This is an optimization exercise on Yosys and OpenROAD, whose aim is small area, a short achievable clock period and few clock cycles per item, not a production implementation. At most, simulation tests tie the RTL to the original design; equivalence was not proved.

==> inputs of run a <==
## conv_stream_mc
module conv_stream_mc
#(
  parameter int WORD_LENGTH = conv_pkg::WORD_LENGTH_DEF,
  parameter int ACC_WIDTH   = conv_pkg::ACC_WIDTH_DEF,
  parameter int IMAGE_SIZE  = conv_pkg::IMAGE_SIZE_DEF,
  parameter int KERNEL_SIZE = conv_pkg::KERNEL_SIZE_DEF,
  parameter int STRIDE      = conv_pkg::STRIDE_DEF,
  parameter int OUT_CH      = conv_pkg::OUT_CH_DEF
) (
  input  logic                                            clk,
  input  logic                                            rst,
  input  logic                                            weight_load,
  input  logic [OUT_CH*KERNEL_SIZE*KERNEL_SIZE*WORD_LENGTH-1:0] weight_value,
  input  logic [OUT_CH*ACC_WIDTH-1:0]                     bias_value,
  input  logic                                            relu_en,
  input  logic                                            in_valid,
  output logic                                            in_ready,
  input  logic [WORD_LENGTH-1:0]                          data_in,
  output logic                                            out_valid,
  input  logic                                            out_ready,
  output logic [OUT_CH*ACC_WIDTH-1:0]                     data_out,
  output logic [conv_pkg::IDX_WIDTH-1:0]                  out_row,
  output logic [conv_pkg::IDX_WIDTH-1:0]                  out_col,
  output logic                                            frame_done
);
export LEC_CHECK = 0
export CAP_MARGIN = 20
export CORE_MARGIN = 2
export CORE_UTILIZATION = 55
export CTS_CLUSTER_DIAMETER = 100
export CTS_CLUSTER_SIZE = 26
export SLEW_MARGIN = 30
export SYNTH_HIERARCHICAL = 1
export SYNTH_MINIMUM_KEEP_SIZE = 0
create_clock -name core_clock -period 20.0 [get_ports {clk}]
standard.sh (not shown) runs the stock make flow with config.mk's settings and CLKGATE_MAP_FILE= SYNTH_SCRIPT=/design/flow/synth_recipe.tcl, a recipe that flattens the netlist after the stock synthesis.
==> flow/flow/run.sh <==
#!/bin/bash
export BUFFER_PORTS_ARGS="-buffer_cell sky130_fd_sc_hd__buf_1"
bash standard.sh SETUP_SLACK_MARGIN=14.8 finish > standard.log 2>&1
==> run b (differences from run a) <==
- CTS_CLUSTER_DIAMETER: 100 -> 70
- CTS_CLUSTER_SIZE: 26 -> 30
- SLEW_MARGIN: 30 -> 60
==> comparison <==
- Critical path depth is the same in run a and run b.
- Against run b, the via count of run a is higher by 0.62%.
- Synthesized cell count is the same in run b and run a.
- In run a the sequential share of layout area is higher than in run b, by 0.067 points.
- Of run b and run a, run a has the higher global-route usage (gap 0.40 points).
- Of run a and run b, run a has the higher non-clock buffer count (gap 44).
- Cell count is about the same in run a and run b.
- Against run b, the count of clock-buffer cells in the layout of run a is lower by 17.
Function was not checked in any run of this note: the RTL went through the layout flow alone.


==> run B: inputs <==
conv_stream_mc, a different RTL version from the one above (not shown whole).
Settings: LEC_CHECK=0, CAP_MARGIN=20, CORE_MARGIN=2, CORE_UTILIZATION=55, CTS_BUF_LIST=sky130_fd_sc_hd__clkbuf_8 sky130_fd_sc_hd__clkbuf_16, CTS_CLUSTER_DIAMETER=100, CTS_CLUSTER_SIZE=26, SLEW_MARGIN=60, SYNTH_HIERARCHICAL=1, SYNTH_MINIMUM_KEEP_SIZE=0; clock period 20.0 ns.
Scripts as last shown in full above: flow/flow/run.sh
==> run K (differences from run B) <==
CORE_UTILIZATION = 68   (was 55)
CTS_BUF_LIST = not set   (was sky130_fd_sc_hd__clkbuf_8 sky130_fd_sc_hd__clkbuf_16)
CTS_CLUSTER_DIAMETER = not set   (was 100)
CTS_CLUSTER_SIZE = not set   (was 26)
==> run E (differences from run B) <==
--- a/flow/design.v
+++ b/flow/design.v
@@ -116,13 +116,13 @@
   always_ff @(posedge clk or posedge rst) begin
     if (rst) begin
       x_v        <= 1'b0;
       s_v        <= 1'b0;
       h_v        <= 1'b0;
       sh_r       <= 1'b0;
-      in_ready_r <= 1'b0;
+      in_ready_r <= 1'b1;
       sr_hit     <= 1'b0;
       row_r      <= 5'd0;
       col_r      <= 5'd0;
     end else begin
       x_v        <= x_v_n;
       s_v        <= s_v_n;
@@ -6953,17 +6953,14 @@
       x4_c1[30] <= n3258_c;
       x4_c1[31] <= n3259_s;
     end
   end
   assign res[15:0]  = (relu_r && c0_sum[15]) ? 16'd0 : c0_sum;
   assign res[31:16] = (relu_r && c1_sum[15]) ? 16'd0 : c1_sum;
-  always_ff @(posedge clk or posedge rst) begin
-    if (rst) h_d <= 32'd0;
-    else if (h_room) h_d <= s_v ? s_d : res;
-  end
   always_ff @(posedge clk) begin
+    if (h_room) h_d <= s_v ? s_d : res;
     if (!s_v) s_d <= res;
   end
   always_ff @(posedge clk or posedge rst) begin
     if (rst) begin
       orow_r <= 5'd0;
       ocol_r <= 5'd0;
==> flow/flow/run.sh (replaced) <==
#!/bin/bash
export BUFFER_PORTS_ARGS="-buffer_cell sky130_fd_sc_hd__buf_1"
bash standard.sh SETUP_SLACK_MARGIN=14.5 finish > standard.log 2>&1
CORE_UTILIZATION = 40   (was 55)
CTS_BUF_LIST = not set   (was sky130_fd_sc_hd__clkbuf_8 sky130_fd_sc_hd__clkbuf_16)
CTS_CLUSTER_DIAMETER = not set   (was 100)
CTS_CLUSTER_SIZE = not set   (was 26)
==> impl_metrics.py <==
metrics = {
    "finish": {
        "drive_gt1_share_pct": 7.91,
    },
    "min_path": {
        "hold_path_startpoint": "sr[319]",
    },
    "logic_synthesis": {
        "synth.area.top_cells": "fa_1 47%, edfxtp_1 37%, nand2_1 7.1%",
        "synthAdderAreaFrac_pct": 47.6,
        "ys_async_sr_fraction_pct": 1.54,
        "synth-seq-area-share_pct": 38.3,
        "synth-compound-area-share_pct": 0.636,
    },
    "timing": {
        "skew_ns": 0.0877,
    },
    "status": {
        "status": "no timing/DRC/antenna violations",
    },
}
Source of the figures above: run E

==> impl_metrics.py <==
metrics = {
    "logic_synthesis": {
        "ys_async_sr_fraction_pct": 3.38,
        "synth-seq-area-share_pct": 38.1,
        "synthAdderAreaFrac_pct": 47.5,
    },
    "timing": {
        "skew_ns": 0.0417,
    },
    "status": {
        "status": "no timing/DRC/antenna violations",
    },
    "finish": {
        "drive_gt1_share_pct": 7.94,
    },
}
Source of the figures above: run B

==> impl_metrics.py <==
metrics = {
    "status": {
        "status": "no timing/DRC/antenna violations",
    },
    "logic_synthesis": {
        "synth-seq-area-share_pct": 38.1,
        "ys_async_sr_fraction_pct": 3.38,
    },
    "finish": {
        "drive_gt1_share_pct": 9.31,
    },
}
Source of the figures above: run K

Testbench counts of run B, summed over its fixed seeds: cycles 18,840, pixels 18,816.
Testbench counts of run K, summed over its fixed seeds: cycles 18,840, pixels 18,816.
For run E, only the layout was checked, not whether the RTL still works.

## re-timing with driven ports
In the flow no input, the clock included, has a driving cell. The finished layouts below were timed again as built, in two steps. Step 1 sets driving cells, clkbuf_16 on the clock port and buf_2 on the other inputs (assumed; they add their load-dependent delay and slew). Step 2, shift: input delay + t, output delay - t, t = (earliest + latest rising clock arrival at the registers) / 2. This alone moves slack from input paths to output paths. a / b / c = ideal ports / drivers / drivers and shift; a / b = the first two.
| run | t (ns) | slack for setup (ns) | hold slack, ns | worst setup path at the end |
|---|---|---|---|---|
| run a of note 1 | 0.892 | 14.610 / 14.506 / 14.087 | 0.407 / 0.407 / 0.407 | input to register |
| run b of note 1 | 0.915 | 14.618 / 14.507 / 14.053 | 0.391 / 0.391 / 0.391 | input to register |
| run B of note 2 | 0.905 | 14.631 / 14.524 / 14.062 | 0.408 / 0.408 / 0.408 | input to register |
| run K of note 2 | 0.938 | 14.590 / 14.493 / 13.970 | 0.395 / 0.395 / 0.395 | input to register |
| run E of note 2 | 1.016 | 14.442 / 14.331 / 13.688 | 0.368 / 0.368 / 0.368 | input to register |
After both steps setup and hold are still met in every run listed. The setup slack of run E of note 2, which loses most, moves by -0.111 ns with the drivers and by -0.754 ns with both steps.
